This design comes from an exercise in tuning for small area, a short achievable clock period and few clock cycles on the open sky130 flow, not from production work. The RTL was checked by simulation tests, not by an equivalence proof against the original design. Power figures rest on the tool's default switching activity, not on a simulated workload.

==> flow/design.v <==
package wb_pkg;
    typedef struct packed {
        logic                    cyc;
        logic                    stb;
        logic                    we;
        logic [32-1:0] adr;
        logic [32-1:0] dat;
    } wb_m2s_t;
    typedef struct packed {
        logic                    ack;
        logic [32-1:0] dat;
    } wb_s2m_t;
    typedef struct packed {
        logic                    valid;
        logic                    write;
        logic [32-1:0] addr;
        logic [32-1:0] data;
    } mem_req_t;
    typedef struct packed {
        logic                    done;
        logic [32-1:0] data;
    } mem_rsp_t;
endpackage
package sssp_pkg;
    typedef struct packed {
        logic [32-1:0]                next_addr;
        logic [32-1:0]                vertex_addr;
        logic [32-1:0]                vertex_count;
        logic [32-1:0]                edge_addr;
        logic [32-1:0]                edge_count;
        logic [32-1:0]                update_addr;
        logic [32-1:0]                status_addr;
        logic [32-16-1:0] rsvd;
        logic [16-1:0]               level;
    } desc_t;
    typedef struct packed {
        logic [7:0]               rsvd_hi;
        logic [8-1:0] src;
        logic [7:0]               rsvd_lo;
        logic [8-1:0] dst;
    } edge_t;
    typedef struct packed {
        logic [16-1:0]                              level;
        logic [32-16-8-1:0] rsvd;
        logic [8-1:0]                              dst;
    } update_t;
    typedef struct packed {
        logic done;
        logic busy;
    } csr_status_t;
    typedef enum logic [2:0] {
        ST_IDLE,
        ST_READ_DESC,
        ST_CONFIG,
        ST_READ_VERTEX,
        ST_PROCESS_EDGE,
        ST_WRITE_STATUS,
        ST_FINISH
    } seq_state_t;
endpackage
`timescale 1ns/1ns
module sssp_accel (
    input  logic        clk,
    input  logic        reset,
    input  logic        csr_cyc,
    input  logic        csr_stb,
    input  logic        csr_we,
    input  logic [31:0] csr_adr,
    input  logic [31:0] csr_dat_w,
    output logic        csr_ack,
    output logic [31:0] csr_dat_r,
    output logic        mem_cyc,
    output logic        mem_stb,
    output logic        mem_we,
    output logic [31:0] mem_adr,
    output logic [31:0] mem_dat_w,
    input  logic        mem_ack,
    input  logic [31:0] mem_dat_r
);
    localparam logic [3:0] S_IDLE = 4'd0;
    localparam logic [3:0] S_V    = 4'd1;    
    localparam logic [3:0] S_E    = 4'd2;    
    localparam logic [3:0] S_EC   = 4'd3;    
    localparam logic [3:0] S_U    = 4'd4;    
    localparam logic [3:0] S_L    = 4'd5;    
    localparam logic [3:0] S_ED   = 4'd6;    
    localparam logic [3:0] S_VS   = 4'd7;    
    localparam logic [3:0] S_VD   = 4'd8;    
    localparam logic [3:0] S_W    = 4'd9;    
    localparam logic [3:0] S_S    = 4'd10;   
    localparam logic [3:0] S_SW   = 4'd11;   
    localparam logic [3:0] S_N    = 4'd12;   
    logic        ack, busy, done, sel_ctrl, sel_total, kick;
    logic        access, accept;
    logic [3:0]  state;
    logic        cyc, we, ack_q, fl;
    logic [31:0] adr, d, v, e, u, total;
    logic [15:0] ec, lp1, k;
    logic [7:0]  src, dst;
    logic [2:0]  doff;
    logic [31:0] dsum, vsum;
    logic        ec_zero, trig;
    assign access = csr_cyc && csr_stb && !ack;
    assign accept = access && csr_we && (csr_adr == 32'd0) && !busy;
    assign csr_ack   = ack;
    assign csr_dat_r = sel_total ? total : {30'b0, sel_ctrl & done, sel_ctrl & busy};
    always_ff @(posedge clk) begin
        if (reset) begin
            ack  <= 1'b0;
            kick <= 1'b0;
        end else begin
            ack  <= access;
            kick <= accept;
        end
        sel_ctrl  <= (csr_adr == 32'd0);
        sel_total <= (csr_adr == 32'd1);
    end
    assign mem_cyc   = cyc;
    assign mem_stb   = cyc;
    assign mem_we    = we;
    assign mem_adr   = adr;
    assign mem_dat_w = (state == S_SW) ? {16'b0, k} : {lp1, 8'b0, dst};
    always_comb begin
        case (state)
            S_V:     doff = 3'd3;
            S_E:     doff = 3'd4;
            S_EC:    doff = 3'd5;
            S_U:     doff = 3'd7;
            S_SW:    doff = 3'd0;
            S_IDLE,
            S_N:     doff = 3'd1;
            default: doff = 3'd6;
        endcase
    end
    assign dsum    = d + {29'b0, doff};
    assign vsum    = v + {24'b0, (state == S_ED) ? src : dst};
    assign ec_zero = (ec == 16'd0);
    assign trig    = ack_q || kick;
    function automatic logic plus1_eq(input logic [15:0] a, input logic [15:0] b);
        plus1_eq = a[0] ^ b[0];
        for (int i = 1; i < 16; i++) begin
            plus1_eq = plus1_eq & ((a[i] ^ b[i]) == (a[i-1] & ~b[i-1]));
        end
    endfunction
    always_ff @(posedge clk) begin
        if (reset) begin
            state <= S_IDLE;
            cyc   <= 1'b0;
            ack_q <= 1'b0;
            busy  <= 1'b0;
            done  <= 1'b0;
            total <= 32'd0;
        end else begin
            ack_q <= cyc && mem_ack;
            if (mem_ack) begin
                cyc <= 1'b0;
            end
            if (accept) begin
                busy  <= 1'b1;
                done  <= 1'b0;
                total <= 32'd0;
            end
            if (trig) begin
                cyc <= 1'b1;
                we  <= 1'b0;
                case (state)
                    S_IDLE, S_N: begin
                        if (state == S_N && d == 32'd0) begin
                            cyc   <= 1'b0;
                            busy  <= 1'b0;
                            done  <= 1'b1;
                            state <= S_IDLE;
                        end else begin
                            adr   <= dsum;
                            k     <= 16'd0;
                            state <= S_V;
                        end
                    end
                    S_V:  begin adr <= dsum; state <= S_E;  end
                    S_E:  begin adr <= dsum; state <= S_EC; end
                    S_EC: begin adr <= dsum; state <= S_U;  end
                    S_U:  begin adr <= dsum; state <= S_L;  end
                    S_ED: begin adr <= vsum; state <= S_VS; end
                    S_S: begin
                        adr   <= u;
                        we    <= 1'b1;
                        state <= S_SW;
                    end
                    S_SW: begin adr <= dsum; state <= S_N; end
                    default: begin
                        if (state == S_VS && fl) begin
                            adr   <= vsum;
                            state <= S_VD;
                        end else if (state == S_VD && fl) begin
                            adr   <= u;
                            we    <= 1'b1;
                            u     <= u + 32'd1;
                            k     <= k + 16'd1;
                            total <= total + 32'd1;
                            state <= S_W;
                        end else if (ec_zero) begin
                            adr   <= dsum;
                            state <= S_S;
                        end else begin
                            adr   <= e;
                            e     <= e + 32'd1;
                            ec    <= ec - 16'd1;
                            state <= S_ED;
                        end
                    end
                endcase
            end
        end
        if (!busy) begin
            d <= csr_dat_w;
        end
        if (cyc) begin
            case (state)
                S_V:  v   <= mem_dat_r;
                S_E:  e   <= mem_dat_r;
                S_EC: ec  <= mem_dat_r[15:0];
                S_U:  u   <= mem_dat_r;
                S_L:  lp1 <= mem_dat_r[15:0];
                S_ED: begin
                    src <= mem_dat_r[23:16];
                    dst <= mem_dat_r[7:0];
                end
                S_VS: fl  <= plus1_eq(mem_dat_r[15:0], lp1);
                S_VD: fl  <= (mem_dat_r[15:0] == 16'hffff);
                S_S:  u   <= mem_dat_r;
                S_N:  d   <= mem_dat_r;
                default: ;
            endcase
        end
        if (state == S_L && ack_q) begin
            lp1 <= lp1 + 16'd1;
        end
    end
endmodule
==> flow/run.sh <==
#!/bin/bash
# synth_recipe.tcl (not shown) runs the flow's synth.tcl, then flattens the netlist and writes it again
# the make line also repeats each setting of config.mk as NAME=value (left out here)
make -C /OpenROAD-flow-scripts/flow DESIGN_CONFIG=/design/flow/config.mk WORK_HOME=/design/flow/orfs CLKGATE_MAP_FILE= SYNTH_SCRIPT=/design/flow/synth_recipe.tcl finish
==> flow/config.mk <==
export PLATFORM = sky130hd
export DESIGN_NAME = sssp_accel
export DESIGN_NICKNAME = sssp_accel
export VERILOG_FILES = /design/flow/design.v
export SDC_FILE = /design/flow/constraint.sdc
export NUM_CORES = 4
export LEC_CHECK = 0
export CAP_MARGIN = 20
export CELL_PAD_IN_SITES_DETAIL_PLACEMENT = 1
export CELL_PAD_IN_SITES_GLOBAL_PLACEMENT = 2
export CORE_MARGIN = 2
export CORE_UTILIZATION = 35
export SLEW_MARGIN = 20
==> flow/constraint.sdc <==
create_clock -name core_clock -period 8.0 [get_ports {clk}]
set_input_delay 1.6000 -clock core_clock [delete_from_list [all_inputs] [get_ports {clk}]]
set_output_delay 1.6000 -clock core_clock [all_outputs]
set_load 0.01 [all_outputs]
==> flow_metrics.py <==
metrics = {
    "status": {
        "outcome": "complete, no violations",
    },
    "power": {
        "ir_worst_vdd_mv": 0.123,
        "finalPower_w": 0.00319,
        "p_per_area_nw_per_um2": 162,
        "power_leakage_nw": 6.87,
    },
    "min_path": {
        "min_path_type": "reg -> reg",
    },
    "worst_setup_path": {
        "crit_type": "reg -> out",
        "crit_arrival_ns": 3.05,
        "worstPathMaxFanout": 32,
        "critPathLaunchType": "flop",
        "cp.required_ns": 6.40,
        "end_kind": "output port",
    },
    "logic_synthesis": {
        "syn_nets": 1974,
        "synth_area_per_cell_um2": 8.69,
        "synth-edff-count": 114,
        "ys_warn_count": 1,
        "netlist_area_um2": 16000,
        "ys_types": 78,
        "synthFlopType": "dfxtp_1",
        "yosysSeqAreaShare": 0.410,
        "synth_seq_cells": 270,
        "synthCells": 1838,
        "synthArstFlopShare": 0,
    },
    "global_route": {
        "grt_max_degree": 65,
        "grt_first_pass_wirelength_um": 92100,
        "track_usage": 0.260,
        "antenna_found_initial": 1,
        "grt_pass1_vias": 14335,
        "grt-ovfl-total": 0,
    },
    "timing": {
        "fin_tns_setup_ns": 0,
        "tightest_slew_ns": 0.982,
        "max_freq_mhz": 215,
        "period_share": 0.582,
        "timing.final.crit_period_ns": 4.65,
        "setup_viol": 0,
        "slew_headroom": 0.340,
        "grt_setup_unrepaired": "no",
        "whs_ns": 0.496,
        "finalHoldViolations": 0,
        "maxSlewViolCount": 0,
        "clock_skew_ns": 0.0361,
    },
    "floorplan": {
        "die_area_um2": 47400,
        "die_w_um": 218,
        "pin_count": 202,
        "row_count": 78,
        "die_h_um": 218,
        "core_um2": 45200,
        "start_util": 0.354,
    },
    "clock_network": {
        "clkSinkCount": 270,
        "hold_buffers": 0,
        "clk_pin_slew_worst_paths_ns": 0.06,
        "cts_buffers": 35,
        "cts_setup_buffers": 0,
        "cts_buffer_depth": 3,
        "worstSkewPairLatency_ns": 0.56,
        "cts_tree": "done",
        "root_buffer": "clkbuf_16",
        "htree_levels": 2,
        "cts_resized": 0,
    },
    "layout": {
        "area_delta_synth_final_pct": 23.2,
        "drive_above_1_share": 0.0684,
        "fin_util": 0.436,
        "layout_commonest_cell": "nor2_1",
        "multiInputGateArea_um2": 8910,
        "ff_latch_area_um2": 6550,
        "fin_cells": 2632,
        "final_cell_mix": "nor2_1, nand2_1, clkdlybuf4s50_1",
        "fillerInstances": 5246,
        "fin_nets": 2144,
        "diodes": 0,
    },
    "route": {
        "via_count": 14580,
        "ant_nets": 0,
        "dr.pass1.iters": 7,
        "wl_met1_um": 30200,
        "wl_um": 62500,
        "drt_iter0_drc": 1084,
        "vias_per_cell": 5.54,
        "wl_met3_um": 4750,
        "highest_layer": "met4",
        "wl_met2_um": 26500,
        "drc": 0,
        "wl_per_cell_um": 23.7,
    },
    "placed_design": {
        "dp_hpwl_um": 46100,
        "dp_cells": 2570,
        "place_congestion": 0.865,
        "portBuffers": 201,
    },
    "job": {
        "cap_viol_max_count": 0,
    },
}
final timing paths:
path | startpoint | end | slack, ns | cells after the start
max | state[2] | mem_dat_w[2] | 3.35 | 6
min | total[31] | total[31] | 0.50 | 2
max reg2reg | state[2] | adr[23] | 3.40 | 12
min reg2reg | total[31] | total[31] | 0.50 | 2
state kept, by name, summed over array words and instances (netlist names), 4 cells and up:
register	count
adr	32
d	32
dst	8
e	32
ec	16
k	16
lp1	16
src	8
state	4
total	32
u	32
v	32
cell type report:
| type | count | share of cell area |
|---|---|---|
| clock buffer | 51 | 0.0517 |
| sequential | 270 | 0.333 |
| tap | 600 | 0.0381 |
| timing repair buffer | 229 | 0.114 |
| clock inverter | 10 | 0.00286 |
| multi-input combinational | 1429 | 0.453 |
| inverter | 43 | 0.00820 |
power by group:
part	internal [W]	leakage (nW)	total [W]	switching (W)
registers	0.00145	2.32	0.00148	0.0000302
logic	0.0000899	4.02	0.000195	0.000105
clock network	0.000883	0.534	0.00151	0.000632
routing by layer:
| layer | up-vias | GRT usage |
|---|---|---|
| met4 | 0 | 0.0548 |
| met3 | 57 | 0.0568 |
| li1 | 6931 | - |
| met1 | 7193 | 0.384 |
| met5 | - | 0 |
| met2 | 399 | 0.386 |
stage by stage:
| stage | setup WS (ns) | area [um^2] |
|---|---|---|
| floorplan | 3.55 | 16000 |
| global placement | 3.47 | 18600 |
| detailed placement | 3.41 | 18600 |
| CTS | 3.30 | 19700 |
| global route | 3.19 | 19700 |
| finish | 3.35 | 19700 |
synthesized netlist by cell type, types with 27 or more instances:
cell | number | area share
nand3_1 | 82 | 0.026
nor3_1 | 32 | 0.010
xnor2_1 | 95 | 0.052
and2_1 | 49 | 0.019
clkbuf_1 | 75 | 0.018
nor2_1 | 216 | 0.051
mux2i_1 | 33 | 0.021
o21ai_0 | 100 | 0.031
nand4_1 | 50 | 0.020
xor2_1 | 93 | 0.051
ha_1 | 32 | 0.025
nor4_1 | 27 | 0.011
and3_1 | 38 | 0.015
dfxtp_1 | 156 | 0.20
inv_1 | 42 | 0.0099
nand2_1 | 201 | 0.047
a21oi_1 | 136 | 0.043
edfxtp_1 | 114 | 0.21
logic make-up after synthesis:
logic type,after synthesis,synth area share
xor gates and xnor gates,188,0.103
AOI/OAI and AO/OA,375,0.147
adders and majority gates,34,0.0276
muxes,50,0.0327
DFF,270,0.410
buffers and inverters,139,0.0360
and+or+nand+nor,782,0.244
worst max-delay path, stage by stage, from the launching register on:
cell	delay [ns]
dfxtp_1	0.50
inv_1	0.29
nand2_1	0.25
nor2_2	0.21
buf_4	0.36
mux2_2	0.38
clkdlybuf4s50_1	0.49
Testbench counts, summed over its fixed seeds: cycles 95,428.

[afterwards: timing with drivers on the ports]
The results above use ideal ports. As a check the final layout listed here was re-extracted and re-timed, cells and wires unchanged. Step 1 (the two cells are an assumption about what drives the block):
set clk [get_ports {clk}]
set_driving_cell -lib_cell sky130_fd_sc_hd__clkbuf_16 $clk
set_driving_cell -lib_cell sky130_fd_sc_hd__buf_2 [delete_from_list [all_inputs] $clk]
Step 2, shift: input delay + t, output delay - t, t = (earliest + latest rising clock arrival at the registers) / 2. This alone moves slack from input paths to output paths. Slacks: no drivers / after step 1 / after step 2; pairs: no drivers / after step 1.
t (ns): 0.596
setup WS [ns]: 3.345 / 3.288 / 3.387
worst setup path at the end: input to register
clock arrival spread, ns: 0.037 / 0.036
worst data-port slew with drivers (ns): 0.05
After both steps this run still meets setup and hold. For this run, drivers alone change the setup slack by -0.057 ns; drivers and shift together by +0.042 ns.
